Context: an optimization exercise on an open-source flow, tuned for small area, a short achievable clock period and few clock cycles per item. The choices shown serve that exercise and are no tape-out recipe. Where RTL was checked, it was by simulation tests only, not by an equivalence proof against the original. No functional check of the RTL was part of run 2.

## flow/design.v (module list and top-level ports; edited modules follow where they fit)
// module gdd_date_unit: 113 lines
// module gdd_diff: 242 lines
// module gdd_fa: 4 lines
// module gdd_ha: 4 lines
// module gdd_pg: 4 lines
// module gdd_g: 3 lines
// module gregorian_date_difference_days: 298 lines
module gregorian_date_difference_days (
  input  logic        clk_i,
  input  logic        rst_ni,
  input  logic        s_axis_tvalid_i,
  output logic        s_axis_tready_o,
  input  logic [71:0] s_axis_tdata_i,
  output logic        m_axis_tvalid_o,
  input  logic        m_axis_tready_i,
  output logic [31:0] m_axis_tdata_o,
  output logic [0:0]  m_axis_tuser_o
);
  // ...
==> flow/flow/run.sh <==
#!/bin/bash
# The standard layout, with the port buffers made from the platform's
# smallest plain buffer instead of the delay buffer the flow picks.
set -euo pipefail
export BUFFER_PORTS_ARGS="-buffer_cell sky130_fd_sc_hd__buf_1"
bash standard.sh > standard.log 2>&1
==> flow/standard.sh <==
#!/bin/bash
# synth_recipe.tcl (not shown) runs the flow's synth.tcl, then flattens the netlist and writes it again
# the make line also repeats each setting of config.mk as NAME=value (left out here)
make -C /OpenROAD-flow-scripts/flow DESIGN_CONFIG=/design/flow/config.mk WORK_HOME=/design/flow/orfs CLKGATE_MAP_FILE= SYNTH_SCRIPT=/design/flow/synth_recipe.tcl "${@:-finish}"
==> flow/config.mk <==
export PLATFORM = sky130hd
export DESIGN_NAME = gregorian_date_difference_days
export DESIGN_NICKNAME = gregorian_date_difference_days
export VERILOG_FILES = /design/flow/design.v
export SDC_FILE = /design/flow/constraint.sdc
export NUM_CORES = 4
export LEC_CHECK = 0
export CAP_MARGIN = 20
export CORE_MARGIN = 2
export CORE_UTILIZATION = 50
export SLEW_MARGIN = 20
export SYNTH_HIERARCHICAL = 1
export SYNTH_MINIMUM_KEEP_SIZE = 0
==> flow/constraint.sdc <==
create_clock -name core_clock -period 8.5 [get_ports {clk_i}]
set_input_delay 1.7000 -clock core_clock [delete_from_list [all_inputs] [get_ports {clk_i}]]
set_output_delay 1.7000 -clock core_clock [all_outputs]
set_load 0.01 [all_outputs]
==> key figures, run 1 <==
Worst hold path
  – HP Start: v2_q
  – Worst hold path depth: 1

STA
  – RSZ-0062 raised after global routing: no
  – Clk_skew: 12.2 ps
  – Slew HR: 0.413

Placed design
  – Detailed placement HPWL: 22800 µm

Finish
  – Design area: 15600 µm²
  – Largest Register: days3
  – Fraction of area in registers: 0.251
  – Multi-input gate share of total cell area: 0.600
  – Fin util: 0.545
  – Most common cell after layout, fill and taps aside: inv_1

Global route
  – Initial antenna violation count: 0

Setup path
  – CP Capture Point: days3[24]
  – R2R Setup Slk: 4000 ps
  – Critical path required time: 8660 ps

Synth
  – Seq/Total Area, Yosys: 0.269
  – Synth Instances: 1274
  – Post-synthesis cell type count: 62
  – Yosys reg bits: 131

Routing
  – Met2 WL: 12800 µm
  – Final wirelength: 27000 µm

Die
  – Ports: 111

Job
  – Max cap viols: 0

Clock tree
  – CTS tree: yes

Run status
  – Status: complete, no violations
Testbench counts, summed over its fixed seeds: cycles 12,024, items 12,000.
==> module gdd_date_unit, before the edit <==
module gdd_date_unit (
  input  logic [15:0] year_i,
  input  logic [3:0]  month_i,
  input  logic        okb_i,     
  input  logic        f29_i,     
  output logic        ok_o,
  output logic [7:0]  hia_o,
  output logic [7:0]  hib_o,
  output logic        c9_o,
  output logic [1:0]  g_o,
  output logic [8:0]  cum_o,     
  output logic        lp_o       
);
  logic [11:0] z;
  logic [3:0]  y3;
  logic [8:0]  f;
  assign z  = year_i[15:4];
  assign y3 = year_i[3:0];
  logic pp_1, pp_2, pp_3, pp_4, pp_5, pp_6, pp_7, pp_8, pp_9, pp_10, pp_11, pp_12, pp_13, pp_14, pp_15, pp_16, pp_17, pp_18, pp_19, pp_20, pp_21, pp_22, pp_23, pp_24, pp_25, pp_26, pp_27, pp_28, pp_29, pp_30, pp_31, pp_32, pp_33, pp_34, pp_35, pp_36, pp_37, pp_38, pp_39, pp_40, pp_41, pp_42, pp_43, pp_44, pp_45, pp_46, pp_47, pp_48, pp_49, pp_50;
  gdd_ha u_pp_1 (.a(z[0]), .b(z[2]), .s(pp_1), .co(pp_2));
  gdd_fa u_pp_3 (.a(z[1]), .b(z[3]), .c(z[6]), .s(pp_3), .co(pp_4));
  gdd_fa u_pp_5 (.a(z[2]), .b(z[4]), .c(z[7]), .s(pp_5), .co(pp_6));
  gdd_fa u_pp_7 (.a(z[3]), .b(z[5]), .c(z[8]), .s(pp_7), .co(pp_8));
  gdd_fa u_pp_9 (.a(z[4]), .b(z[6]), .c(z[9]), .s(pp_9), .co(pp_10));
  gdd_fa u_pp_11 (.a(z[5]), .b(z[7]), .c(z[10]), .s(pp_11), .co(pp_12));
  gdd_fa u_pp_13 (.a(z[6]), .b(z[8]), .c(z[11]), .s(pp_13), .co(pp_14));
  gdd_ha u_pp_15 (.a(z[7]), .b(z[9]), .s(pp_15), .co(pp_16));
  gdd_ha u_pp_17 (.a(z[8]), .b(z[10]), .s(pp_17), .co(pp_18));
  gdd_ha u_pp_19 (.a(z[9]), .b(z[11]), .s(pp_19), .co(pp_20));
  gdd_ha u_pp_21 (.a(z[1]), .b(~z[6]), .s(pp_21), .co(pp_22));
  gdd_ha u_pp_23 (.a(z[2]), .b(~z[7]), .s(pp_23), .co(pp_24));
  gdd_fa u_pp_25 (.a(z[0]), .b(z[3]), .c(~z[8]), .s(pp_25), .co(pp_26));
  gdd_fa u_pp_27 (.a(z[1]), .b(z[4]), .c(~z[9]), .s(pp_27), .co(pp_28));
  gdd_fa u_pp_29 (.a(z[5]), .b(~z[10]), .c(pp_1), .s(pp_29), .co(pp_30));
  gdd_fa u_pp_31 (.a(~z[11]), .b(pp_2), .c(pp_3), .s(pp_31), .co(pp_32));
  gdd_fa u_pp_33 (.a(~1'b0), .b(pp_4), .c(pp_5), .s(pp_33), .co(pp_34));
  gdd_fa u_pp_35 (.a(~1'b0), .b(pp_6), .c(pp_7), .s(pp_35), .co(pp_36));
  gdd_fa u_pp_37 (.a(~1'b0), .b(pp_8), .c(pp_9), .s(pp_37), .co(pp_38));
  gdd_fa u_pp_39 (.a(~1'b0), .b(pp_10), .c(pp_11), .s(pp_39), .co(pp_40));
  gdd_fa u_pp_41 (.a(~1'b0), .b(pp_12), .c(pp_13), .s(pp_41), .co(pp_42));
  gdd_fa u_pp_43 (.a(~1'b0), .b(pp_15), .c(pp_14), .s(pp_43), .co(pp_44));
  gdd_fa u_pp_45 (.a(~1'b0), .b(pp_16), .c(pp_17), .s(pp_45), .co(pp_46));
  gdd_fa u_pp_47 (.a(~1'b0), .b(pp_18), .c(pp_19), .s(pp_47), .co(pp_48));
  gdd_fa u_pp_49 (.a(z[10]), .b(~1'b0), .c(pp_20), .s(pp_49), .co(pp_50));
  logic pl_1, pl_2, pl_3, pl_4, pl_5, pl_6, pl_7, pl_8, pl_9, pl_10, pl_11, pl_12, pl_13, pl_14, pl_15, pl_16, pl_17, pl_18, pl_19, pl_20, pl_21, pl_22, pl_23, pl_24, pl_25, pl_26, pl_27, pl_28, pl_29, pl_30, pl_31, pl_32, pl_33, pl_34, pl_35, pl_36, pl_37, pl_38, pl_39, pl_40, pl_41, pl_42;
  gdd_ha u_pl_1 (.a(pp_21), .b(~1'b0), .s(pl_1), .co(pl_2));
  gdd_ha u_pl_3 (.a(pp_22), .b(pp_23), .s(pl_3), .co(pl_4));
  gdd_ha u_pl_5 (.a(pp_24), .b(pp_25), .s(pl_5), .co(pl_6));
  gdd_ha u_pl_7 (.a(pp_26), .b(pp_27), .s(pl_7), .co(pl_8));
  gdd_ha u_pl_9 (.a(pp_28), .b(pp_29), .s(pl_9), .co(pl_10));
  gdd_ha u_pl_11 (.a(pp_30), .b(pp_31), .s(pl_11), .co(pl_12));
  gdd_ha u_pl_13 (.a(pp_32), .b(pp_33), .s(pl_13), .co(pl_14));
  gdd_ha u_pl_15 (.a(pp_34), .b(pp_35), .s(pl_15), .co(pl_16));
  gdd_ha u_pl_17 (.a(pp_36), .b(pp_37), .s(pl_17), .co(pl_18));
  gdd_g u_pl_19 (.g1(pl_4), .p1(pl_3), .g0(pl_2), .g(pl_19));
  gdd_pg u_pl_20 (.g1(pl_8), .p1(pl_7), .g0(pl_6), .p0(pl_5), .g(pl_20), .p(pl_21));
  gdd_pg u_pl_22 (.g1(pl_12), .p1(pl_11), .g0(pl_10), .p0(pl_9), .g(pl_22), .p(pl_23));
  gdd_pg u_pl_24 (.g1(pl_16), .p1(pl_15), .g0(pl_14), .p0(pl_13), .g(pl_24), .p(pl_25));
  gdd_g u_pl_26 (.g1(pl_20), .p1(pl_21), .g0(pl_19), .g(pl_26));
  gdd_pg u_pl_27 (.g1(pl_24), .p1(pl_25), .g0(pl_22), .p0(pl_23), .g(pl_27), .p(pl_28));
  gdd_g u_pl_29 (.g1(pl_27), .p1(pl_28), .g0(pl_26), .g(pl_29));
  gdd_g u_pl_30 (.g1(pl_22), .p1(pl_23), .g0(pl_26), .g(pl_30));
  gdd_g u_pl_31 (.g1(pl_6), .p1(pl_5), .g0(pl_19), .g(pl_31));
  gdd_g u_pl_32 (.g1(pl_10), .p1(pl_9), .g0(pl_26), .g(pl_32));
  gdd_g u_pl_33 (.g1(pl_14), .p1(pl_13), .g0(pl_30), .g(pl_33));
  gdd_g u_pl_34 (.g1(pl_18), .p1(pl_17), .g0(pl_29), .g(pl_34));
  assign pl_35 = pl_3 ^ pl_2;
  assign pl_36 = pl_5 ^ pl_19;
  assign pl_37 = pl_7 ^ pl_31;
  assign pl_38 = pl_9 ^ pl_26;
  assign pl_39 = pl_11 ^ pl_32;
  assign pl_40 = pl_13 ^ pl_30;
  assign pl_41 = pl_15 ^ pl_33;
  assign pl_42 = pl_17 ^ pl_29;
  assign f     = {pl_42, pl_41, pl_40, pl_39, pl_38, pl_37, pl_36, pl_35, pl_1};
  assign c9_o  = pl_34;
  assign hia_o = {z[11], pp_50, pp_48, pp_46, pp_44, pp_42, pp_40, pp_38};
  assign hib_o = {~1'b0, ~z[11], pp_49, pp_47, pp_45, pp_43, pp_41, pp_39};
  logic r6, r7, r12, r13, r18, r19;
  assign r6  = (f >= gdd_pkg::FR6);
  assign r7  = (f >= gdd_pkg::FR7);
  assign r12 = (f >= gdd_pkg::FR12);
  assign r13 = (f >= gdd_pkg::FR13);
  assign r18 = (f >= gdd_pkg::FR18);
  assign r19 = (f >= gdd_pkg::FR19);
  logic gt100, gt200, gt300, is100, is200, is300, leap;
  assign gt100 = r7  || (r6  && (y3 >= 4'd5));
  assign gt200 = r13 || (r12 && (y3 >= 4'd9));
  assign gt300 = r19 || (r18 && (y3 >= 4'd13));
  assign is100 = r6  && !r7  && (y3 == 4'd4);
  assign is200 = r12 && !r13 && (y3 == 4'd8);
  assign is300 = r18 && !r19 && (y3 == 4'd12);
  assign leap  = (y3[1:0] == 2'b00) && !is100 && !is200 && !is300;
  assign g_o   = {gt200, gt100 ^ gt200 ^ gt300};
  always_comb begin
    unique case (month_i)
      4'd2:    cum_o = 9'd31;
      4'd3:    cum_o = 9'd59;
      4'd4:    cum_o = 9'd90;
      4'd5:    cum_o = 9'd120;
      4'd6:    cum_o = 9'd151;
      4'd7:    cum_o = 9'd181;
      4'd8:    cum_o = 9'd212;
      4'd9:    cum_o = 9'd243;
      4'd10:   cum_o = 9'd273;
      4'd11:   cum_o = 9'd304;
      4'd12:   cum_o = 9'd334;
      default: cum_o = 9'd0;
    endcase
  end
  assign lp_o = leap && (month_i > 4'd2);
  assign ok_o = okb_i || (f29_i && leap);
endmodule
==> module gregorian_date_difference_days, before the edit <==
module gregorian_date_difference_days (
  input  logic        clk_i,
  input  logic        rst_ni,
  input  logic        s_axis_tvalid_i,
  output logic        s_axis_tready_o,
  input  logic [71:0] s_axis_tdata_i,
  output logic        m_axis_tvalid_o,
  input  logic        m_axis_tready_i,
  output logic [31:0] m_axis_tdata_o,
  output logic [0:0]  m_axis_tuser_o
);
  logic [15:0] ey, sy;
  logic [3:0]  em, sm;
  logic [4:0]  ed, sd, eh, sh;
  logic [5:0]  emi, smi;
  assign {smi, sh, sd, sm, sy, emi, eh, ed, em, ey} = s_axis_tdata_i;
  logic en, v1_q, v2_q, v3_q;
  assign en = !v3_q || m_axis_tready_i;
  always_ff @(posedge clk_i or negedge rst_ni) begin
    if (!rst_ni) begin
      v1_q <= 1'b0;
      v2_q <= 1'b0;
      v3_q <= 1'b0;
    end else if (en) begin
      v1_q <= s_axis_tvalid_i;
      v2_q <= v1_q;
      v3_q <= v2_q;
    end
  end
  function automatic logic [4:0] month_len(input logic [3:0] mo);
    unique case (mo)
      4'd1, 4'd3, 4'd5, 4'd7, 4'd8, 4'd10, 4'd12: month_len = 5'd31;
      4'd4, 4'd6, 4'd9, 4'd11:                    month_len = 5'd30;
      4'd2:                                       month_len = 5'd28;
      default:                                    month_len = 5'd0;
    endcase
  endfunction
  logic [15:0] ey1, sy1;
  logic [3:0]  em1, sm1;
  logic [4:0]  ed1, sd1;
  logic        dec1, inc1, tok1, eokb1, sokb1, ef291, sf291;
  always_ff @(posedge clk_i) begin
    if (en) begin
      ey1   <= ey;
      sy1   <= sy;
      em1   <= em;
      sm1   <= sm;
      ed1   <= ed;
      sd1   <= sd;
      dec1  <= ({ey, em, ed} > {sy, sm, sd}) && ({sh, smi} > {eh, emi});
      inc1  <= ({ey, em, ed} < {sy, sm, sd}) && ({eh, emi} > {sh, smi});
      tok1  <= (eh <= 5'd23) && (emi <= 6'd59) && (sh <= 5'd23) && (smi <= 6'd59);
      eokb1 <= (ed != 5'd0) && (ed <= month_len(em));
      sokb1 <= (sd != 5'd0) && (sd <= month_len(sm));
      ef291 <= (em == 4'd2) && (ed == 5'd29);
      sf291 <= (sm == 4'd2) && (sd == 5'd29);
    end
  end
  logic       eok, sok, elp, slp, ec9, sc9;
  logic [7:0] ehia, ehib, shia, shib;
  logic [1:0] eg, sg;
  logic [8:0] ecum, scum;
  gdd_date_unit u_end (
    .year_i(ey1), .month_i(em1), .okb_i(eokb1), .f29_i(ef291),
    .ok_o(eok), .hia_o(ehia), .hib_o(ehib), .c9_o(ec9), .g_o(eg), .cum_o(ecum), .lp_o(elp)
  );
  gdd_date_unit u_start (
    .year_i(sy1), .month_i(sm1), .okb_i(sokb1), .f29_i(sf291),
    .ok_o(sok), .hia_o(shia), .hib_o(shib), .c9_o(sc9), .g_o(sg), .cum_o(scum), .lp_o(slp)
  );
  logic [16:0] dy;
  logic [8:0]  dqz;
  logic [10:0] du;
  logic        hq;
  assign hq  = (ey1[1:0] != 2'd0) && ((sy1[1:0] == 2'd0) || (ey1[1:0] < sy1[1:0]));
  logic us_1, us_2, us_3, us_4, us_5, us_6, us_7, us_8, us_9, us_10, us_11, us_12, us_13, us_14, us_15, us_16, us_17, us_18, us_19, us_20, us_21, us_22, us_23, us_24, us_25, us_26, us_27, us_28, us_29, us_30, us_31, us_32, us_33, us_34, us_35, us_36, us_37, us_38, us_39, us_40, us_41, us_42, us_43, us_44;
  gdd_fa u_us_1 (.a(ecum[0]), .b(ed1[0]), .c(hq), .s(us_1), .co(us_2));
  gdd_fa u_us_3 (.a(~inc1), .b(scum[0]), .c(sd1[0]), .s(us_3), .co(us_4));
  gdd_fa u_us_5 (.a(ecum[1]), .b(ed1[1]), .c(~scum[1]), .s(us_5), .co(us_6));
  gdd_fa u_us_7 (.a(ecum[2]), .b(ed1[2]), .c(~scum[2]), .s(us_7), .co(us_8));
  gdd_ha u_us_9 (.a(ecum[3]), .b(ed1[3]), .s(us_9), .co(us_10));
  gdd_fa u_us_11 (.a(ecum[4]), .b(ed1[4]), .c(~scum[4]), .s(us_11), .co(us_12));
  gdd_fa u_us_13 (.a(sd1[1]), .b(us_5), .c(us_2), .s(us_13), .co(us_14));
  gdd_fa u_us_15 (.a(sd1[2]), .b(sd1[1]), .c(~us_6), .s(us_15), .co(us_16));
  gdd_fa u_us_17 (.a(scum[3]), .b(sd1[3]), .c(~us_9), .s(us_17), .co(us_18));
  assign us_19 = sd1[4] ^ 1'b0 ^ ~us_10;
  assign us_20 = (sd1[4] & 1'b0) | (sd1[4] & ~us_10) | (1'b0 & ~us_10);
  assign us_21 = ~ecum[5] ^ scum[5] ^ 1'b0;
  assign us_22 = (~ecum[5] & scum[5]) | (~ecum[5] & 1'b0) | (scum[5] & 1'b0);
  gdd_ha u_us_23 (.a(ecum[6]), .b(~scum[6]), .s(us_23), .co(us_24));
  gdd_ha u_us_25 (.a(ecum[7]), .b(~scum[7]), .s(us_25), .co(us_26));
  gdd_ha u_us_27 (.a(dec1), .b(us_1), .s(us_27), .co(us_28));
  gdd_fa u_us_29 (.a(dec1), .b(us_4), .c(~us_13), .s(us_29), .co(us_30));
  gdd_fa u_us_31 (.a(us_7), .b(us_14), .c(~us_15), .s(us_31), .co(us_32));
  gdd_fa u_us_33 (.a(~us_8), .b(us_17), .c(us_16), .s(us_33), .co(us_34));
  gdd_fa u_us_35 (.a(~us_11), .b(us_18), .c(us_19), .s(us_35), .co(us_36));
  gdd_fa u_us_37 (.a(~us_12), .b(us_21), .c(us_20), .s(us_37), .co(us_38));
  assign us_39 = 1'b0 ^ ~us_23 ^ us_22;
  assign us_40 = (1'b0 & ~us_23) | (1'b0 & us_22) | (~us_23 & us_22);
  gdd_fa u_us_41 (.a(~1'b0), .b(us_24), .c(us_25), .s(us_41), .co(us_42));
  gdd_fa u_us_43 (.a(ecum[8]), .b(~scum[8]), .c(us_26), .s(us_43), .co(us_44));
  logic ua_1, ua_2, ua_3, ua_4, ua_5, ua_6, ua_7, ua_8, ua_9, ua_10, ua_11, ua_12, ua_13, ua_14, ua_15, ua_16, ua_17, ua_18, ua_19, ua_20, ua_21, ua_22, ua_23, ua_24, ua_25, ua_26, ua_27, ua_28, ua_29, ua_30, ua_31, ua_32, ua_33, ua_34, ua_35, ua_36, ua_37, ua_38, ua_39, ua_40, ua_41, ua_42, ua_43, ua_44, ua_45, ua_46, ua_47, ua_48, ua_49, ua_50;
  gdd_ha u_ua_1 (.a(us_27), .b(~us_3), .s(ua_1), .co(ua_2));
  gdd_ha u_ua_3 (.a(us_28), .b(~us_29), .s(ua_3), .co(ua_4));
  gdd_ha u_ua_5 (.a(~us_30), .b(us_31), .s(ua_5), .co(ua_6));
  gdd_ha u_ua_7 (.a(us_32), .b(~us_33), .s(ua_7), .co(ua_8));
  gdd_ha u_ua_9 (.a(~us_34), .b(~us_35), .s(ua_9), .co(ua_10));
  gdd_ha u_ua_11 (.a(~us_36), .b(~us_37), .s(ua_11), .co(ua_12));
  gdd_ha u_ua_13 (.a(~us_38), .b(~us_39), .s(ua_13), .co(ua_14));
  gdd_ha u_ua_15 (.a(~us_40), .b(us_41), .s(ua_15), .co(ua_16));
  gdd_ha u_ua_17 (.a(us_42), .b(us_43), .s(ua_17), .co(ua_18));
  gdd_ha u_ua_19 (.a(us_44), .b(~1'b0), .s(ua_19), .co(ua_20));
  gdd_g u_ua_21 (.g1(ua_4), .p1(ua_3), .g0(ua_2), .g(ua_21));
  gdd_pg u_ua_22 (.g1(ua_8), .p1(ua_7), .g0(ua_6), .p0(ua_5), .g(ua_22), .p(ua_23));
  gdd_pg u_ua_24 (.g1(ua_12), .p1(ua_11), .g0(ua_10), .p0(ua_9), .g(ua_24), .p(ua_25));
  gdd_pg u_ua_26 (.g1(ua_16), .p1(ua_15), .g0(ua_14), .p0(ua_13), .g(ua_26), .p(ua_27));
  gdd_pg u_ua_28 (.g1(ua_20), .p1(ua_19), .g0(ua_18), .p0(ua_17), .g(ua_28), .p(ua_29));
  gdd_g u_ua_30 (.g1(ua_22), .p1(ua_23), .g0(ua_21), .g(ua_30));
  gdd_pg u_ua_31 (.g1(ua_26), .p1(ua_27), .g0(ua_24), .p0(ua_25), .g(ua_31), .p(ua_32));
  gdd_g u_ua_33 (.g1(ua_31), .p1(ua_32), .g0(ua_30), .g(ua_33));
  gdd_g u_ua_34 (.g1(ua_24), .p1(ua_25), .g0(ua_30), .g(ua_34));
  gdd_g u_ua_35 (.g1(ua_28), .p1(ua_29), .g0(ua_33), .g(ua_35));
  gdd_g u_ua_36 (.g1(ua_6), .p1(ua_5), .g0(ua_21), .g(ua_36));
  gdd_g u_ua_37 (.g1(ua_10), .p1(ua_9), .g0(ua_30), .g(ua_37));
  gdd_g u_ua_38 (.g1(ua_14), .p1(ua_13), .g0(ua_34), .g(ua_38));
  gdd_g u_ua_39 (.g1(ua_18), .p1(ua_17), .g0(ua_33), .g(ua_39));
  gdd_g u_ua_40 (.g1(1'b0), .p1(1'b0), .g0(ua_35), .g(ua_40));
  assign ua_41 = ua_3 ^ ua_2;
  assign ua_42 = ua_5 ^ ua_21;
  assign ua_43 = ua_7 ^ ua_36;
  assign ua_44 = ua_9 ^ ua_30;
  assign ua_45 = ua_11 ^ ua_37;
  assign ua_46 = ua_13 ^ ua_34;
  assign ua_47 = ua_15 ^ ua_38;
  assign ua_48 = ua_17 ^ ua_33;
  assign ua_49 = ua_19 ^ ua_39;
  assign ua_50 = 1'b0 ^ ua_35;
  logic qs_1, qs_2, qs_3, qs_4, qs_5, qs_6, qs_7, qs_8, qs_9, qs_10, qs_11, qs_12, qs_13, qs_14, qs_15, qs_16, qs_17, qs_18, qs_19, qs_20, qs_21, qs_22, qs_23, qs_24, qs_25, qs_26, qs_27, qs_28, qs_29, qs_30, qs_31, qs_32, qs_33, qs_34, qs_35, qs_36, qs_37, qs_38, qs_39, qs_40, qs_41, qs_42, qs_43, qs_44, qs_45, qs_46, qs_47, qs_48, qs_49, qs_50, qs_51, qs_52;
  gdd_ha u_qs_1 (.a(ehia[0]), .b(ehib[0]), .s(qs_1), .co(qs_2));
  assign qs_3 = shia[0] ^ shib[0] ^ 1'b0;
  assign qs_4 = (shia[0] & shib[0]) | (shia[0] & 1'b0) | (shib[0] & 1'b0);
  gdd_fa u_qs_5 (.a(ehia[1]), .b(ehib[1]), .c(qs_2), .s(qs_5), .co(qs_6));
  gdd_ha u_qs_7 (.a(ehia[2]), .b(ehib[2]), .s(qs_7), .co(qs_8));
  gdd_ha u_qs_9 (.a(ehia[3]), .b(ehib[3]), .s(qs_9), .co(qs_10));
  gdd_ha u_qs_11 (.a(ehia[4]), .b(ehib[4]), .s(qs_11), .co(qs_12));
  gdd_ha u_qs_13 (.a(ehia[5]), .b(ehib[5]), .s(qs_13), .co(qs_14));
  gdd_ha u_qs_15 (.a(ehia[6]), .b(ehib[6]), .s(qs_15), .co(qs_16));
  gdd_ha u_qs_17 (.a(ehia[7]), .b(ehib[7]), .s(qs_17), .co(qs_18));
  gdd_ha u_qs_19 (.a(qs_1), .b(~qs_3), .s(qs_19), .co(qs_20));
  gdd_fa u_qs_21 (.a(shia[1]), .b(shib[1]), .c(qs_4), .s(qs_21), .co(qs_22));
  gdd_fa u_qs_23 (.a(shia[2]), .b(shib[2]), .c(~qs_7), .s(qs_23), .co(qs_24));
  gdd_fa u_qs_25 (.a(shia[3]), .b(shib[3]), .c(~qs_8), .s(qs_25), .co(qs_26));
  gdd_fa u_qs_27 (.a(shia[4]), .b(shib[4]), .c(~qs_10), .s(qs_27), .co(qs_28));
  gdd_fa u_qs_29 (.a(shia[5]), .b(shib[5]), .c(~qs_12), .s(qs_29), .co(qs_30));
  gdd_fa u_qs_31 (.a(shia[6]), .b(shib[6]), .c(~qs_14), .s(qs_31), .co(qs_32));
  gdd_fa u_qs_33 (.a(shia[7]), .b(shib[7]), .c(~qs_16), .s(qs_33), .co(qs_34));
  gdd_ha u_qs_35 (.a(qs_19), .b(ec9), .s(qs_35), .co(qs_36));
  gdd_fa u_qs_37 (.a(qs_20), .b(qs_5), .c(~qs_21), .s(qs_37), .co(qs_38));
  gdd_fa u_qs_39 (.a(~qs_6), .b(qs_23), .c(qs_22), .s(qs_39), .co(qs_40));
  gdd_fa u_qs_41 (.a(~qs_9), .b(qs_24), .c(qs_25), .s(qs_41), .co(qs_42));
  gdd_fa u_qs_43 (.a(~qs_11), .b(qs_26), .c(qs_27), .s(qs_43), .co(qs_44));
  gdd_fa u_qs_45 (.a(~qs_13), .b(qs_28), .c(qs_29), .s(qs_45), .co(qs_46));
  gdd_fa u_qs_47 (.a(~qs_15), .b(qs_30), .c(qs_31), .s(qs_47), .co(qs_48));
  gdd_fa u_qs_49 (.a(~qs_17), .b(qs_32), .c(qs_33), .s(qs_49), .co(qs_50));
  gdd_ha u_qs_51 (.a(qs_18), .b(~qs_34), .s(qs_51), .co(qs_52));
  logic qa_1, qa_2, qa_3, qa_4, qa_5, qa_6, qa_7, qa_8, qa_9, qa_10, qa_11, qa_12, qa_13, qa_14, qa_15, qa_16, qa_17, qa_18, qa_19, qa_20, qa_21, qa_22, qa_23, qa_24, qa_25, qa_26, qa_27, qa_28, qa_29, qa_30, qa_31, qa_32, qa_33, qa_34, qa_35, qa_36, qa_37, qa_38, qa_39, qa_40, qa_41, qa_42;
  gdd_ha u_qa_1 (.a(qs_35), .b(~sc9), .s(qa_1), .co(qa_2));
  gdd_ha u_qa_3 (.a(qs_36), .b(qs_37), .s(qa_3), .co(qa_4));
  gdd_ha u_qa_5 (.a(qs_38), .b(~qs_39), .s(qa_5), .co(qa_6));
  gdd_ha u_qa_7 (.a(~qs_40), .b(~qs_41), .s(qa_7), .co(qa_8));
  gdd_ha u_qa_9 (.a(~qs_42), .b(~qs_43), .s(qa_9), .co(qa_10));
  gdd_ha u_qa_11 (.a(~qs_44), .b(~qs_45), .s(qa_11), .co(qa_12));
  gdd_ha u_qa_13 (.a(~qs_46), .b(~qs_47), .s(qa_13), .co(qa_14));
  gdd_ha u_qa_15 (.a(~qs_48), .b(~qs_49), .s(qa_15), .co(qa_16));
  gdd_ha u_qa_17 (.a(~qs_50), .b(qs_51), .s(qa_17), .co(qa_18));
  gdd_g u_qa_19 (.g1(qa_4), .p1(qa_3), .g0(qa_2), .g(qa_19));
  gdd_pg u_qa_20 (.g1(qa_8), .p1(qa_7), .g0(qa_6), .p0(qa_5), .g(qa_20), .p(qa_21));
  gdd_pg u_qa_22 (.g1(qa_12), .p1(qa_11), .g0(qa_10), .p0(qa_9), .g(qa_22), .p(qa_23));
  gdd_pg u_qa_24 (.g1(qa_16), .p1(qa_15), .g0(qa_14), .p0(qa_13), .g(qa_24), .p(qa_25));
  gdd_g u_qa_26 (.g1(qa_20), .p1(qa_21), .g0(qa_19), .g(qa_26));
  gdd_pg u_qa_27 (.g1(qa_24), .p1(qa_25), .g0(qa_22), .p0(qa_23), .g(qa_27), .p(qa_28));
  gdd_g u_qa_29 (.g1(qa_27), .p1(qa_28), .g0(qa_26), .g(qa_29));
  gdd_g u_qa_30 (.g1(qa_22), .p1(qa_23), .g0(qa_26), .g(qa_30));
  gdd_g u_qa_31 (.g1(qa_6), .p1(qa_5), .g0(qa_19), .g(qa_31));
  gdd_g u_qa_32 (.g1(qa_10), .p1(qa_9), .g0(qa_26), .g(qa_32));
  gdd_g u_qa_33 (.g1(qa_14), .p1(qa_13), .g0(qa_30), .g(qa_33));
  gdd_g u_qa_34 (.g1(qa_18), .p1(qa_17), .g0(qa_29), .g(qa_34));
  assign qa_35 = qa_3 ^ qa_2;
  assign qa_36 = qa_5 ^ qa_19;
  assign qa_37 = qa_7 ^ qa_31;
  assign qa_38 = qa_9 ^ qa_26;
  assign qa_39 = qa_11 ^ qa_32;
  assign qa_40 = qa_13 ^ qa_30;
  assign qa_41 = qa_15 ^ qa_33;
  assign qa_42 = qa_17 ^ qa_29;
  logic ya_1, ya_2, ya_3, ya_4, ya_5, ya_6, ya_7, ya_8, ya_9, ya_10, ya_11, ya_12, ya_13, ya_14, ya_15, ya_16, ya_17, ya_18, ya_19, ya_20, ya_21, ya_22, ya_23, ya_24, ya_25, ya_26, ya_27, ya_28, ya_29, ya_30, ya_31, ya_32, ya_33, ya_34, ya_35, ya_36, ya_37, ya_38, ya_39, ya_40, ya_41, ya_42, ya_43, ya_44, ya_45, ya_46, ya_47, ya_48, ya_49, ya_50, ya_51, ya_52, ya_53, ya_54, ya_55, ya_56, ya_57, ya_58, ya_59, ya_60, ya_61, ya_62, ya_63, ya_64, ya_65, ya_66, ya_67, ya_68, ya_69, ya_70, ya_71, ya_72, ya_73, ya_74, ya_75, ya_76, ya_77, ya_78, ya_79, ya_80, ya_81, ya_82, ya_83, ya_84, ya_85, ya_86, ya_87, ya_88;
  gdd_ha u_ya_1 (.a(ey1[0]), .b(~sy1[0]), .s(ya_1), .co(ya_2));
  gdd_ha u_ya_3 (.a(ey1[1]), .b(~sy1[1]), .s(ya_3), .co(ya_4));
  gdd_ha u_ya_5 (.a(ey1[2]), .b(~sy1[2]), .s(ya_5), .co(ya_6));
  gdd_ha u_ya_7 (.a(ey1[3]), .b(~sy1[3]), .s(ya_7), .co(ya_8));
  gdd_ha u_ya_9 (.a(ey1[4]), .b(~sy1[4]), .s(ya_9), .co(ya_10));
  gdd_ha u_ya_11 (.a(ey1[5]), .b(~sy1[5]), .s(ya_11), .co(ya_12));
  gdd_ha u_ya_13 (.a(ey1[6]), .b(~sy1[6]), .s(ya_13), .co(ya_14));
  gdd_ha u_ya_15 (.a(ey1[7]), .b(~sy1[7]), .s(ya_15), .co(ya_16));
  gdd_ha u_ya_17 (.a(ey1[8]), .b(~sy1[8]), .s(ya_17), .co(ya_18));
  gdd_ha u_ya_19 (.a(ey1[9]), .b(~sy1[9]), .s(ya_19), .co(ya_20));
  gdd_ha u_ya_21 (.a(ey1[10]), .b(~sy1[10]), .s(ya_21), .co(ya_22));
  gdd_ha u_ya_23 (.a(ey1[11]), .b(~sy1[11]), .s(ya_23), .co(ya_24));
  gdd_ha u_ya_25 (.a(ey1[12]), .b(~sy1[12]), .s(ya_25), .co(ya_26));
  gdd_ha u_ya_27 (.a(ey1[13]), .b(~sy1[13]), .s(ya_27), .co(ya_28));
  gdd_ha u_ya_29 (.a(ey1[14]), .b(~sy1[14]), .s(ya_29), .co(ya_30));
  gdd_ha u_ya_31 (.a(ey1[15]), .b(~sy1[15]), .s(ya_31), .co(ya_32));
  assign ya_33 = ya_2 | (ya_1 & 1'b1);
  gdd_g u_ya_34 (.g1(ya_4), .p1(ya_3), .g0(ya_33), .g(ya_34));
  gdd_pg u_ya_35 (.g1(ya_8), .p1(ya_7), .g0(ya_6), .p0(ya_5), .g(ya_35), .p(ya_36));
  gdd_pg u_ya_37 (.g1(ya_12), .p1(ya_11), .g0(ya_10), .p0(ya_9), .g(ya_37), .p(ya_38));
  gdd_pg u_ya_39 (.g1(ya_16), .p1(ya_15), .g0(ya_14), .p0(ya_13), .g(ya_39), .p(ya_40));
  gdd_pg u_ya_41 (.g1(ya_20), .p1(ya_19), .g0(ya_18), .p0(ya_17), .g(ya_41), .p(ya_42));
  gdd_pg u_ya_43 (.g1(ya_24), .p1(ya_23), .g0(ya_22), .p0(ya_21), .g(ya_43), .p(ya_44));
  gdd_pg u_ya_45 (.g1(ya_28), .p1(ya_27), .g0(ya_26), .p0(ya_25), .g(ya_45), .p(ya_46));
  gdd_pg u_ya_47 (.g1(ya_32), .p1(ya_31), .g0(ya_30), .p0(ya_29), .g(ya_47), .p(ya_48));
  gdd_g u_ya_49 (.g1(ya_35), .p1(ya_36), .g0(ya_34), .g(ya_49));
  gdd_pg u_ya_50 (.g1(ya_39), .p1(ya_40), .g0(ya_37), .p0(ya_38), .g(ya_50), .p(ya_51));
  gdd_pg u_ya_52 (.g1(ya_43), .p1(ya_44), .g0(ya_41), .p0(ya_42), .g(ya_52), .p(ya_53));
  gdd_pg u_ya_54 (.g1(ya_47), .p1(ya_48), .g0(ya_45), .p0(ya_46), .g(ya_54), .p(ya_55));
  gdd_g u_ya_56 (.g1(ya_50), .p1(ya_51), .g0(ya_49), .g(ya_56));
  gdd_pg u_ya_57 (.g1(ya_54), .p1(ya_55), .g0(ya_52), .p0(ya_53), .g(ya_57), .p(ya_58));
  gdd_g u_ya_59 (.g1(ya_57), .p1(ya_58), .g0(ya_56), .g(ya_59));
  gdd_g u_ya_60 (.g1(ya_52), .p1(ya_53), .g0(ya_56), .g(ya_60));
  gdd_g u_ya_61 (.g1(ya_37), .p1(ya_38), .g0(ya_49), .g(ya_61));
  gdd_g u_ya_62 (.g1(ya_41), .p1(ya_42), .g0(ya_56), .g(ya_62));
  gdd_g u_ya_63 (.g1(ya_45), .p1(ya_46), .g0(ya_60), .g(ya_63));
  gdd_g u_ya_64 (.g1(ya_6), .p1(ya_5), .g0(ya_34), .g(ya_64));
  gdd_g u_ya_65 (.g1(ya_10), .p1(ya_9), .g0(ya_49), .g(ya_65));
  gdd_g u_ya_66 (.g1(ya_14), .p1(ya_13), .g0(ya_61), .g(ya_66));
  gdd_g u_ya_67 (.g1(ya_18), .p1(ya_17), .g0(ya_56), .g(ya_67));
  gdd_g u_ya_68 (.g1(ya_22), .p1(ya_21), .g0(ya_62), .g(ya_68));
  gdd_g u_ya_69 (.g1(ya_26), .p1(ya_25), .g0(ya_60), .g(ya_69));
  gdd_g u_ya_70 (.g1(ya_30), .p1(ya_29), .g0(ya_63), .g(ya_70));
  gdd_g u_ya_71 (.g1(1'b0), .p1(~1'b0), .g0(ya_59), .g(ya_71));
  assign ya_72 = ya_1 ^ 1'b1;
  assign ya_73 = ya_3 ^ ya_33;
  assign ya_74 = ya_5 ^ ya_34;
  assign ya_75 = ya_7 ^ ya_64;
  assign ya_76 = ya_9 ^ ya_49;
  assign ya_77 = ya_11 ^ ya_65;
  assign ya_78 = ya_13 ^ ya_61;
  assign ya_79 = ya_15 ^ ya_66;
  assign ya_80 = ya_17 ^ ya_56;
  assign ya_81 = ya_19 ^ ya_67;
  assign ya_82 = ya_21 ^ ya_62;
  assign ya_83 = ya_23 ^ ya_68;
  assign ya_84 = ya_25 ^ ya_60;
  assign ya_85 = ya_27 ^ ya_69;
  assign ya_86 = ya_29 ^ ya_63;
  assign ya_87 = ya_31 ^ ya_70;
  assign ya_88 = ~1'b0 ^ ya_59;
  assign dy  = {ya_88, ya_87, ya_86, ya_85, ya_84, ya_83, ya_82, ya_81, ya_80, ya_79, ya_78, ya_77, ya_76, ya_75, ya_74, ya_73, ya_72};
  assign dqz = {qa_42, qa_41, qa_40, qa_39, qa_38, qa_37, qa_36, qa_35, qa_1};
  assign du  = {ua_50, ua_49, ua_48, ua_47, ua_46, ua_45, ua_44, ua_43, ua_42, ua_41, ua_1};
  logic [15:0] dy2;
  logic        dy16n2, nqz8n2, elp2, nslp2, ok2;
  logic [7:0]  nqz2;
  logic [1:0]  neg2, sg2;
  logic [10:0] du2;
  always_ff @(posedge clk_i) begin
    if (en) begin
      dy2    <= dy[15:0];
      dy16n2 <= !dy[16];
      nqz2   <= ~dqz[7:0];
      nqz8n2 <= dqz[8];
      neg2   <= ~eg;
      sg2    <= sg;
      du2    <= du;
      elp2   <= elp;
      nslp2  <= !slp;
      ok2    <= eok && sok && tok1;
    end
  end
  logic [25:0] days;
  gdd_diff u_diff (
    .dy(dy2), .dy16n(dy16n2), .nqz(nqz2), .nqz8n(nqz8n2),
    .neg_(neg2), .sg(sg2), .du(du2), .elp(elp2), .nslp(nslp2),
    .days_o(days)
  );
  logic        ok3;
  logic [25:0] days3;
  always_ff @(posedge clk_i) begin
    if (en) begin
      ok3   <= ok2;
      days3 <= days;
    end
  end
  assign s_axis_tready_o   = en;
  assign m_axis_tvalid_o   = v3_q;
  assign m_axis_tdata_o    = {6'd0, ok3 ? days3 : 26'd0};
  assign m_axis_tuser_o[0] = ok3;
endmodule
==> run 2, diff against run 1 <==
--- a/flow/design.v
+++ b/flow/design.v
@@ -8,7 +8,7 @@
 endpackage
 module gdd_date_unit (
   input  logic [15:0] year_i,
-  input  logic [3:0]  month_i,
+  input  logic        gt2_i,     
   input  logic        okb_i,     
   input  logic        f29_i,     
   output logic        ok_o,
@@ -16,7 +16,6 @@
   output logic [7:0]  hib_o,
   output logic        c9_o,
   output logic [1:0]  g_o,
-  output logic [8:0]  cum_o,     
   output logic        lp_o       
 );
   logic [11:0] z;
@@ -100,23 +99,7 @@
   assign is300 = r18 && !r19 && (y3 == 4'd12);
   assign leap  = (y3[1:0] == 2'b00) && !is100 && !is200 && !is300;
   assign g_o   = {gt200, gt100 ^ gt200 ^ gt300};
-  always_comb begin
-    unique case (month_i)
-      4'd2:    cum_o = 9'd31;
-      4'd3:    cum_o = 9'd59;
-      4'd4:    cum_o = 9'd90;
-      4'd5:    cum_o = 9'd120;
-      4'd6:    cum_o = 9'd151;
-      4'd7:    cum_o = 9'd181;
-      4'd8:    cum_o = 9'd212;
-      4'd9:    cum_o = 9'd243;
-      4'd10:   cum_o = 9'd273;
-      4'd11:   cum_o = 9'd304;
-      4'd12:   cum_o = 9'd334;
-      default: cum_o = 9'd0;
-    endcase
-  end
-  assign lp_o = leap && (month_i > 4'd2);
+  assign lp_o = leap && gt2_i;
   assign ok_o = okb_i || (f29_i && leap);
 endmodule
 module gdd_diff (
@@ -413,18 +396,91 @@
       default:                                    month_len = 5'd0;
     endcase
   endfunction
+  function automatic logic [8:0] cum_days(input logic [3:0] mo);
+    unique case (mo)
+      4'd2:    cum_days = 9'd31;
+      4'd3:    cum_days = 9'd59;
+      4'd4:    cum_days = 9'd90;
+      4'd5:    cum_days = 9'd120;
+      4'd6:    cum_days = 9'd151;
+      4'd7:    cum_days = 9'd181;
+      4'd8:    cum_days = 9'd212;
+      4'd9:    cum_days = 9'd243;
+      4'd10:   cum_days = 9'd273;
+      4'd11:   cum_days = 9'd304;
+      4'd12:   cum_days = 9'd334;
+      default: cum_days = 9'd0;
+    endcase
+  endfunction
+  logic [8:0] ecum, scum, edoy, sdoy;
+  assign ecum = cum_days(em);
+  assign scum = cum_days(sm);
+  logic eda_1, eda_2, eda_3, eda_4, eda_5, eda_6, eda_7, eda_8, eda_9, eda_10, eda_11, eda_12, eda_13, eda_14, eda_15, eda_16, eda_17, eda_18, eda_19, eda_20, eda_21, eda_22, eda_23, eda_24, eda_25, eda_26, eda_27, eda_28, eda_29, eda_30, eda_31, eda_32, eda_33, eda_34;
+  gdd_ha u_eda_1 (.a(ecum[0]), .b(ed[0]), .s(eda_1), .co(eda_2));
+  gdd_ha u_eda_3 (.a(ecum[1]), .b(ed[1]), .s(eda_3), .co(eda_4));
+  gdd_ha u_eda_5 (.a(ecum[2]), .b(ed[2]), .s(eda_5), .co(eda_6));
+  gdd_ha u_eda_7 (.a(ecum[3]), .b(ed[3]), .s(eda_7), .co(eda_8));
+  gdd_ha u_eda_9 (.a(ecum[4]), .b(ed[4]), .s(eda_9), .co(eda_10));
+  gdd_g u_eda_11 (.g1(eda_4), .p1(eda_3), .g0(eda_2), .g(eda_11));
+  gdd_pg u_eda_12 (.g1(eda_8), .p1(eda_7), .g0(eda_6), .p0(eda_5), .g(eda_12), .p(eda_13));
+  gdd_pg u_eda_14 (.g1(1'b0), .p1(ecum[5]), .g0(eda_10), .p0(eda_9), .g(eda_14), .p(eda_15));
+  gdd_pg u_eda_16 (.g1(1'b0), .p1(ecum[7]), .g0(1'b0), .p0(ecum[6]), .g(eda_16), .p(eda_17));
+  gdd_g u_eda_18 (.g1(eda_12), .p1(eda_13), .g0(eda_11), .g(eda_18));
+  gdd_pg u_eda_19 (.g1(eda_16), .p1(eda_17), .g0(eda_14), .p0(eda_15), .g(eda_19), .p(eda_20));
+  gdd_g u_eda_21 (.g1(eda_19), .p1(eda_20), .g0(eda_18), .g(eda_21));
+  gdd_g u_eda_22 (.g1(eda_14), .p1(eda_15), .g0(eda_18), .g(eda_22));
+  gdd_g u_eda_23 (.g1(eda_6), .p1(eda_5), .g0(eda_11), .g(eda_23));
+  gdd_g u_eda_24 (.g1(eda_10), .p1(eda_9), .g0(eda_18), .g(eda_24));
+  gdd_g u_eda_25 (.g1(1'b0), .p1(ecum[6]), .g0(eda_22), .g(eda_25));
+  gdd_g u_eda_26 (.g1(1'b0), .p1(ecum[8]), .g0(eda_21), .g(eda_26));
+  assign eda_27 = eda_3 ^ eda_2;
+  assign eda_28 = eda_5 ^ eda_11;
+  assign eda_29 = eda_7 ^ eda_23;
+  assign eda_30 = eda_9 ^ eda_18;
+  assign eda_31 = ecum[5] ^ eda_24;
+  assign eda_32 = ecum[6] ^ eda_22;
+  assign eda_33 = ecum[7] ^ eda_25;
+  assign eda_34 = ecum[8] ^ eda_21;
+  assign edoy = {eda_34, eda_33, eda_32, eda_31, eda_30, eda_29, eda_28, eda_27, eda_1};
+  logic sda_1, sda_2, sda_3, sda_4, sda_5, sda_6, sda_7, sda_8, sda_9, sda_10, sda_11, sda_12, sda_13, sda_14, sda_15, sda_16, sda_17, sda_18, sda_19, sda_20, sda_21, sda_22, sda_23, sda_24, sda_25, sda_26, sda_27, sda_28, sda_29, sda_30, sda_31, sda_32, sda_33, sda_34;
+  gdd_ha u_sda_1 (.a(scum[0]), .b(sd[0]), .s(sda_1), .co(sda_2));
+  gdd_ha u_sda_3 (.a(scum[1]), .b(sd[1]), .s(sda_3), .co(sda_4));
+  gdd_ha u_sda_5 (.a(scum[2]), .b(sd[2]), .s(sda_5), .co(sda_6));
+  gdd_ha u_sda_7 (.a(scum[3]), .b(sd[3]), .s(sda_7), .co(sda_8));
+  gdd_ha u_sda_9 (.a(scum[4]), .b(sd[4]), .s(sda_9), .co(sda_10));
+  gdd_g u_sda_11 (.g1(sda_4), .p1(sda_3), .g0(sda_2), .g(sda_11));
+  gdd_pg u_sda_12 (.g1(sda_8), .p1(sda_7), .g0(sda_6), .p0(sda_5), .g(sda_12), .p(sda_13));
+  gdd_pg u_sda_14 (.g1(1'b0), .p1(scum[5]), .g0(sda_10), .p0(sda_9), .g(sda_14), .p(sda_15));
+  gdd_pg u_sda_16 (.g1(1'b0), .p1(scum[7]), .g0(1'b0), .p0(scum[6]), .g(sda_16), .p(sda_17));
+  gdd_g u_sda_18 (.g1(sda_12), .p1(sda_13), .g0(sda_11), .g(sda_18));
+  gdd_pg u_sda_19 (.g1(sda_16), .p1(sda_17), .g0(sda_14), .p0(sda_15), .g(sda_19), .p(sda_20));
+  gdd_g u_sda_21 (.g1(sda_19), .p1(sda_20), .g0(sda_18), .g(sda_21));
+  gdd_g u_sda_22 (.g1(sda_14), .p1(sda_15), .g0(sda_18), .g(sda_22));
+  gdd_g u_sda_23 (.g1(sda_6), .p1(sda_5), .g0(sda_11), .g(sda_23));
+  gdd_g u_sda_24 (.g1(sda_10), .p1(sda_9), .g0(sda_18), .g(sda_24));
+  gdd_g u_sda_25 (.g1(1'b0), .p1(scum[6]), .g0(sda_22), .g(sda_25));
+  gdd_g u_sda_26 (.g1(1'b0), .p1(scum[8]), .g0(sda_21), .g(sda_26));
+  assign sda_27 = sda_3 ^ sda_2;
+  assign sda_28 = sda_5 ^ sda_11;
+  assign sda_29 = sda_7 ^ sda_23;
+  assign sda_30 = sda_9 ^ sda_18;
+  assign sda_31 = scum[5] ^ sda_24;
+  assign sda_32 = scum[6] ^ sda_22;
+  assign sda_33 = scum[7] ^ sda_25;
+  assign sda_34 = scum[8] ^ sda_21;
+  assign sdoy = {sda_34, sda_33, sda_32, sda_31, sda_30, sda_29, sda_28, sda_27, sda_1};
   logic [15:0] ey1, sy1;
-  logic [3:0]  em1, sm1;
-  logic [4:0]  ed1, sd1;
+  logic [8:0]  edoy1, sdoy1;
+  logic        egt21, sgt21;
   logic        dec1, inc1, tok1, eokb1, sokb1, ef291, sf291;
   always_ff @(posedge clk_i) begin
     if (en) begin
       ey1   <= ey;
       sy1   <= sy;
-      em1   <= em;
-      sm1   <= sm;
-      ed1   <= ed;
-      sd1   <= sd;
+      edoy1 <= edoy;
+      sdoy1 <= sdoy;
+      egt21 <= (em > 4'd2);
+      sgt21 <= (sm > 4'd2);
       dec1  <= ({ey, em, ed} > {sy, sm, sd}) && ({sh, smi} > {eh, emi});
       inc1  <= ({ey, em, ed} < {sy, sm, sd}) && ({eh, emi} > {sh, smi});
       tok1  <= (eh <= 5'd23) && (emi <= 6'd59) && (sh <= 5'd23) && (smi <= 6'd59);
@@ -437,57 +493,46 @@
   logic       eok, sok, elp, slp, ec9, sc9;
   logic [7:0] ehia, ehib, shia, shib;
   logic [1:0] eg, sg;
-  logic [8:0] ecum, scum;
   gdd_date_unit u_end (
-    .year_i(ey1), .month_i(em1), .okb_i(eokb1), .f29_i(ef291),
-    .ok_o(eok), .hia_o(ehia), .hib_o(ehib), .c9_o(ec9), .g_o(eg), .cum_o(ecum), .lp_o(elp)
+    .year_i(ey1), .gt2_i(egt21), .okb_i(eokb1), .f29_i(ef291),
+    .ok_o(eok), .hia_o(ehia), .hib_o(ehib), .c9_o(ec9), .g_o(eg), .lp_o(elp)
   );
   gdd_date_unit u_start (
-    .year_i(sy1), .month_i(sm1), .okb_i(sokb1), .f29_i(sf291),
-    .ok_o(sok), .hia_o(shia), .hib_o(shib), .c9_o(sc9), .g_o(sg), .cum_o(scum), .lp_o(slp)
+    .year_i(sy1), .gt2_i(sgt21), .okb_i(sokb1), .f29_i(sf291),
+    .ok_o(sok), .hia_o(shia), .hib_o(shib), .c9_o(sc9), .g_o(sg), .lp_o(slp)
   );
   logic [16:0] dy;
   logic [8:0]  dqz;
   logic [10:0] du;
   logic        hq;
   assign hq  = (ey1[1:0] != 2'd0) && ((sy1[1:0] == 2'd0) || (ey1[1:0] < sy1[1:0]));
-  logic us_1, us_2, us_3, us_4, us_5, us_6, us_7, us_8, us_9, us_10, us_11, us_12, us_13, us_14, us_15, us_16, us_17, us_18, us_19, us_20, us_21, us_22, us_23, us_24, us_25, us_26, us_27, us_28, us_29, us_30, us_31, us_32, us_33, us_34, us_35, us_36, us_37, us_38, us_39, us_40, us_41, us_42, us_43, us_44;
-  gdd_fa u_us_1 (.a(ecum[0]), .b(ed1[0]), .c(hq), .s(us_1), .co(us_2));
-  gdd_fa u_us_3 (.a(~inc1), .b(scum[0]), .c(sd1[0]), .s(us_3), .co(us_4));
-  gdd_fa u_us_5 (.a(ecum[1]), .b(ed1[1]), .c(~scum[1]), .s(us_5), .co(us_6));
-  gdd_fa u_us_7 (.a(ecum[2]), .b(ed1[2]), .c(~scum[2]), .s(us_7), .co(us_8));
-  gdd_ha u_us_9 (.a(ecum[3]), .b(ed1[3]), .s(us_9), .co(us_10));
-  gdd_fa u_us_11 (.a(ecum[4]), .b(ed1[4]), .c(~scum[4]), .s(us_11), .co(us_12));
-  gdd_fa u_us_13 (.a(sd1[1]), .b(us_5), .c(us_2), .s(us_13), .co(us_14));
-  gdd_fa u_us_15 (.a(sd1[2]), .b(sd1[1]), .c(~us_6), .s(us_15), .co(us_16));
-  gdd_fa u_us_17 (.a(scum[3]), .b(sd1[3]), .c(~us_9), .s(us_17), .co(us_18));
-  assign us_19 = sd1[4] ^ 1'b0 ^ ~us_10;
-  assign us_20 = (sd1[4] & 1'b0) | (sd1[4] & ~us_10) | (1'b0 & ~us_10);
-  assign us_21 = ~ecum[5] ^ scum[5] ^ 1'b0;
-  assign us_22 = (~ecum[5] & scum[5]) | (~ecum[5] & 1'b0) | (scum[5] & 1'b0);
-  gdd_ha u_us_23 (.a(ecum[6]), .b(~scum[6]), .s(us_23), .co(us_24));
-  gdd_ha u_us_25 (.a(ecum[7]), .b(~scum[7]), .s(us_25), .co(us_26));
-  gdd_ha u_us_27 (.a(dec1), .b(us_1), .s(us_27), .co(us_28));
-  gdd_fa u_us_29 (.a(dec1), .b(us_4), .c(~us_13), .s(us_29), .co(us_30));
-  gdd_fa u_us_31 (.a(us_7), .b(us_14), .c(~us_15), .s(us_31), .co(us_32));
-  gdd_fa u_us_33 (.a(~us_8), .b(us_17), .c(us_16), .s(us_33), .co(us_34));
-  gdd_fa u_us_35 (.a(~us_11), .b(us_18), .c(us_19), .s(us_35), .co(us_36));
-  gdd_fa u_us_37 (.a(~us_12), .b(us_21), .c(us_20), .s(us_37), .co(us_38));
-  assign us_39 = 1'b0 ^ ~us_23 ^ us_22;
-  assign us_40 = (1'b0 & ~us_23) | (1'b0 & us_22) | (~us_23 & us_22);
-  gdd_fa u_us_41 (.a(~1'b0), .b(us_24), .c(us_25), .s(us_41), .co(us_42));
-  gdd_fa u_us_43 (.a(ecum[8]), .b(~scum[8]), .c(us_26), .s(us_43), .co(us_44));
+  logic us_1, us_2, us_3, us_4, us_5, us_6, us_7, us_8, us_9, us_10, us_11, us_12, us_13, us_14, us_15, us_16, us_17, us_18, us_19, us_20, us_21, us_22, us_23, us_24;
+  gdd_ha u_us_1 (.a(edoy1[0]), .b(hq), .s(us_1), .co(us_2));
+  gdd_ha u_us_3 (.a(inc1), .b(~sdoy1[0]), .s(us_3), .co(us_4));
+  assign us_5 = ~edoy1[1] ^ sdoy1[1] ^ 1'b0;
+  assign us_6 = (~edoy1[1] & sdoy1[1]) | (~edoy1[1] & 1'b0) | (sdoy1[1] & 1'b0);
+  gdd_ha u_us_7 (.a(~dec1), .b(us_3), .s(us_7), .co(us_8));
+  gdd_fa u_us_9 (.a(us_4), .b(us_2), .c(~us_5), .s(us_9), .co(us_10));
+  gdd_fa u_us_11 (.a(~edoy1[2]), .b(sdoy1[2]), .c(us_6), .s(us_11), .co(us_12));
+  gdd_ha u_us_13 (.a(edoy1[3]), .b(~sdoy1[3]), .s(us_13), .co(us_14));
+  assign us_15 = ~edoy1[4] ^ sdoy1[4] ^ 1'b0;
+  assign us_16 = (~edoy1[4] & sdoy1[4]) | (~edoy1[4] & 1'b0) | (sdoy1[4] & 1'b0);
+  gdd_ha u_us_17 (.a(edoy1[5]), .b(~sdoy1[5]), .s(us_17), .co(us_18));
+  gdd_ha u_us_19 (.a(edoy1[6]), .b(~sdoy1[6]), .s(us_19), .co(us_20));
+  gdd_ha u_us_21 (.a(edoy1[7]), .b(~sdoy1[7]), .s(us_21), .co(us_22));
+  assign us_23 = ~edoy1[8] ^ sdoy1[8] ^ 1'b0;
+  assign us_24 = (~edoy1[8] & sdoy1[8]) | (~edoy1[8] & 1'b0) | (sdoy1[8] & 1'b0);
   logic ua_1, ua_2, ua_3, ua_4, ua_5, ua_6, ua_7, ua_8, ua_9, ua_10, ua_11, ua_12, ua_13, ua_14, ua_15, ua_16, ua_17, ua_18, ua_19, ua_20, ua_21, ua_22, ua_23, ua_24, ua_25, ua_26, ua_27, ua_28, ua_29, ua_30, ua_31, ua_32, ua_33, ua_34, ua_35, ua_36, ua_37, ua_38, ua_39, ua_40, ua_41, ua_42, ua_43, ua_44, ua_45, ua_46, ua_47, ua_48, ua_49, ua_50;
-  gdd_ha u_ua_1 (.a(us_27), .b(~us_3), .s(ua_1), .co(ua_2));
-  gdd_ha u_ua_3 (.a(us_28), .b(~us_29), .s(ua_3), .co(ua_4));
-  gdd_ha u_ua_5 (.a(~us_30), .b(us_31), .s(ua_5), .co(ua_6));
-  gdd_ha u_ua_7 (.a(us_32), .b(~us_33), .s(ua_7), .co(ua_8));
-  gdd_ha u_ua_9 (.a(~us_34), .b(~us_35), .s(ua_9), .co(ua_10));
-  gdd_ha u_ua_11 (.a(~us_36), .b(~us_37), .s(ua_11), .co(ua_12));
-  gdd_ha u_ua_13 (.a(~us_38), .b(~us_39), .s(ua_13), .co(ua_14));
-  gdd_ha u_ua_15 (.a(~us_40), .b(us_41), .s(ua_15), .co(ua_16));
-  gdd_ha u_ua_17 (.a(us_42), .b(us_43), .s(ua_17), .co(ua_18));
-  gdd_ha u_ua_19 (.a(us_44), .b(~1'b0), .s(ua_19), .co(ua_20));
+  gdd_ha u_ua_1 (.a(us_7), .b(us_1), .s(ua_1), .co(ua_2));
+  gdd_ha u_ua_3 (.a(us_8), .b(us_9), .s(ua_3), .co(ua_4));
+  gdd_ha u_ua_5 (.a(us_10), .b(~us_11), .s(ua_5), .co(ua_6));
+  gdd_ha u_ua_7 (.a(~us_12), .b(us_13), .s(ua_7), .co(ua_8));
+  gdd_ha u_ua_9 (.a(us_14), .b(~us_15), .s(ua_9), .co(ua_10));
+  gdd_ha u_ua_11 (.a(~us_16), .b(us_17), .s(ua_11), .co(ua_12));
+  gdd_ha u_ua_13 (.a(us_18), .b(us_19), .s(ua_13), .co(ua_14));
+  gdd_ha u_ua_15 (.a(us_20), .b(us_21), .s(ua_15), .co(ua_16));
+  gdd_ha u_ua_17 (.a(us_22), .b(~us_23), .s(ua_17), .co(ua_18));
+  gdd_ha u_ua_19 (.a(~us_24), .b(~1'b0), .s(ua_19), .co(ua_20));
   gdd_g u_ua_21 (.g1(ua_4), .p1(ua_3), .g0(ua_2), .g(ua_21));
   gdd_pg u_ua_22 (.g1(ua_8), .p1(ua_7), .g0(ua_6), .p0(ua_5), .g(ua_22), .p(ua_23));
   gdd_pg u_ua_24 (.g1(ua_12), .p1(ua_11), .g0(ua_10), .p0(ua_9), .g(ua_24), .p(ua_25));
==> key figures, run 2 <==
Global route
  – First-pass GRT wire length: 46300 µm (was 45400 µm)
  – Largest net degree at the start of global routing: 76 (was 53)
  – Total Routing Usage GR: 0.189 (about the same)
  – Met2 GRT Util: 0.310 (was 0.314)
  – Global route total overflow: 0 (unchanged)
  – Busiest grt layer: met2 (unchanged)
  – Met3 Use GR: 0.0260 (was 0.0267)
  – GR Layer Usage met1: 0.267 (was 0.262)
  – Vias in the first global route: 9222 (was 9002)
  – Initial antenna violation count: 1 (was 0)

Clock tree
  – CTS max path bufs: 2 (unchanged)
  – Root Buffer: clkbuf_16 (unchanged)
  – Clk slew on worst S/H paths: 60 ps (about the same)
  – H-tree depth: 4 (unchanged)
  – Hold Buf Count CTS: 0 (unchanged)
  – Clock latency on the worst-skew pair: 420 ps (was 430 ps)
  – CTS buffer count: 17 (unchanged)
  – CTS tree: yes (unchanged)
  – CTS resizes: 0 (unchanged)
  – Clock sinks: 133 (was 131)
  – Setup bufs post-CTS: 0 (unchanged)

STA
  – Slew HR: 0.371 (was 0.413)
  – Final Cycle Share: 0.527 (was 0.530)
  – Setup TNS: 0 ps (unchanged)
  – RSZ-0062 raised after global routing: no (unchanged)
  – F_max: 223 MHz (was 222 MHz)
  – Hold Vio Cnt, Final: 0 (unchanged)
  – Finish-stage setup viols: 0 (unchanged)
  – Min Tclk post-route: 4480 ps (was 4500 ps)
  – Slew Limit Fails: 0 (unchanged)
  – Worst-margin pin slew: 944 ps (was 878 ps)
  – Final worst slack: 4020 ps (was 4000 ps)
  – Clk_skew: 12.3 ps (was 12.2 ps)

Routing
  – DRT antenna net count: 0 (unchanged)
  – DRC Markers: 0 (unchanged)
  – Vias per cell: 4.95 (was 4.96)
  – Final wirelength: 27300 µm (was 27000 µm)
  – Drt wl/cell: 15.2 µm (was 15.4 µm)
  – Iter 0 DRT Violations: 384 (was 393)
  – Routed via count: 8913 (was 8684)
  – Pre-Repair DR Iteration Count: 5 (was 4)

Placed design
  – Post-DP Area: 15300 µm² (was 15000 µm²)
  – Dpl ws: 3960 ps (was 3980 ps)
  – Detailed placement HPWL: 22900 µm (was 22800 µm)
  – PortBufs: 104 (unchanged)
  – Global placement routability congestion: 0.855 (was 0.848)

Synth
  – Yosys reg bits: 133 (was 131)
  – Syn. warnings: 7 (was 8)
  – Seq/Total Area, Yosys: 0.270 (was 0.269)
  – Post-synth design cell area: 14700 µm² (was 14500 µm²)
  – Most frequent cells after synthesis: 208 x inv_1, 206 x ha_1, 156 x a21o_1 (was 227 x inv_1, 192 x ha_1, 156 x fa_1)
  – Cell taking the most area after synthesis: edfxtp_1 (unchanged)
  – EDFF count, synth: 130 (was 128)
  – Synth top area share: 0.265 (was 0.264)
  – Async S/R FF share, synth: 0.0226 (was 0.0229)
  – Area contributors post-synth: edfxtp_1 26%, fa_1 19%, ha_1 17%, a21o_1 7.9%, inv_1 5.3% (was edfxtp_1 26%, fa_1 21%, ha_1 17%, a21o_1 6.9%, inv_1 5.9%)
  – Ys flop type: edfxtp_1 (unchanged)
  – Post-synthesis cell type count: 66 (was 62)
  – Avg Cell Area, Syn: 11.2 µm² (was 11.4 µm²)
  – Synth Instances: 1315 (was 1274)
  – Most frequent cell after synthesis: inv_1 (unchanged)

Die
  – Total die area: 30900 µm² (was 30500 µm²)
  – Rows: 62 (unchanged)
  – Die H: 176 µm (was 175 µm)
  – Core ar.: 28900 µm² (was 28700 µm²)
  – Die width: 176 µm (was 175 µm)
  – Starting Density: 0.511 (was 0.507)
  – Ports: 111 (unchanged)

Setup path
  – CP Cell Sequence: fa_1 > fa_1 > fa_1 > inv_1 > fa_1 > inv_1 > ha_1 > and2_1 > a21o_1 > a21o_1 > a21o_1 > a21o_1 > xor2_1 (unchanged)
  – Critical path required time: 8660 ps (about the same)
  – Slowest-stage cell, CP: edfxtp_1 (unchanged)
  – Worst-path fanout max: 10 (unchanged)
  – CP Class: reg2reg (unchanged)
  – CP endpoint kind: register (unchanged)
  – Max incr delay on CP: 570 ps (about the same)
  – Worst path arrival time: 4640 ps (was 4670 ps)
  – Setup crit start kind: register (unchanged)

Finish
  – Most frequent cells in the layout: 208 x inv_1, 206 x ha_1, 156 x a21o_1, 143 x fa_1, 130 x edfxtp_1 (was 227 x inv_1, 192 x ha_1, 156 x fa_1, 134 x a21o_1, 128 x edfxtp_1)
  – Largest Register: days3 (unchanged)
  – Area Overhead vs Synth: 7.57% (was 7.53%)
  – Layout cell share with drive strength beyond 1: 0.0495 (was 0.0592)
  – Design area: 15900 µm² (was 15600 µm²)
  – Antenna diodes: 0 (unchanged)
  – Fillers: 2583 (was 2551)
  – Most common cell after layout, fill and taps aside: inv_1 (unchanged)
  – Number of flip-flops in the largest register: 26 (unchanged)
  – Final net count: 1828 (was 1779)

Run status
  – Status: complete, no violations (unchanged)

Worst hold path
  – Worst min-delay path class: reg2reg (unchanged)

Job
  – Max cap viols: 0 (unchanged)
[run 2: final timing paths]
path	startpoint	to	slack, ps	cells past startpoint
max in group asynchronous	rst_ni	v3_q	7270	1
min reg2reg	ok2	ok3	420	0
min in group asynchronous	rst_ni	v2_q	1070	1
min	ok2	ok3	420	0
max reg2reg	dy2[3]	days3[18]	4020	13
max	dy2[3]	days3[18]	4020	13
[run 2: layer usage]
layer | up-vias | wire, µm
met2 | 146 | 12700
met1 | 4232 | 13500
met4 | 2 | 252
li1 | 4513 | -
met3 | 20 | 795
met5 | - | 13
[run 2: final cells by class]
type	instances	area (µm²)	area share
Multi-Input combinational cell	936	9610	0.606
Sequential cell	133	3980	0.251
Inverter	210	788	0.0497
Tap cell	384	480	0.0303
Clock buffer	17	425	0.0268
Timing Repair Buffer	105	398	0.0251
Clock inverter	14	184	0.0116
[run 2: cells by family after synthesis]
logic type,after synthesis,share of synthesized area
adders and majority gates,349,0.369
buffers and inverters,281,0.0881
AOI/OAI and AO/OA,256,0.128
and+or+nand+nor,190,0.0793
DFF,133,0.270
xor gates and xnor gates,91,0.0571
muxes,10,0.00798
other,5,0.00127
[run 2: per-module statistics from Yosys, one instance, submodules excluded]
module	copies in the design	cell area, µm²
gdd_ha	128	12.5
gdd_pg	66	13.8
gdd_fa	143	20.0
gregorian_date_difference_days	1	6840
gdd_g	85	7.51
gdd_date_unit	2	526
gdd_diff	1	846
[run 2: worst max-delay path: cells and delay by family, from the launching register on]
kind | cells | cell delay [ps]
adder cells (fa/ha/maj) | 5 | 2190
flip-flops | 1 | 570
XOR/XNOR | 1 | 150
AO/OA/AOI/OAI | 4 | 1030
AND/OR/NAND/NOR | 1 | 170
buffers and inverters | 2 | 90
[run 2: through the flow]
step	hold WS [ps]	util	instances
after CTS	423	0.550	1799
after detailed placement	420	0.529	1768
after global routing	434	0.550	1799
after global placement	404	0.529	1768
after floorplan	400	-	1350
final	419	0.550	1799

[port drivers added, routing unchanged]
The flow's constraints put no driver on any port. The routed layouts listed below were extracted and timed again, unchanged, in two steps.
Step 1, drivers: a clkbuf_16 drives clk_i and a buf_2 each remaining input, both assumed.
Step 2 also shifts input and output timing later by t, the mid clock arrival at the registers, as if the neighbouring blocks saw the same clock.
a / b / c = ideal ports / drivers / drivers and shift; a / b = the first two.
| run | t, ns | setup WS [ns] | worst hold slack (ns) | latest minus earliest clock arrival (ns) |
|---|---|---|---|---|
| run 1 | 0.470 | 3.996 / 3.996 / 3.996 | 0.457 / 0.457 / 0.457 | 0.012 / 0.012 |
| run 2 | 0.465 | 4.025 / 4.025 / 3.931 | 0.419 / 0.419 / 0.419 | 0.012 / 0.012 |
After both steps setup and hold are still met in every run listed. For run 2, which loses most, drivers alone change the setup slack by 0.000 ns; drivers and shift together by -0.094 ns.
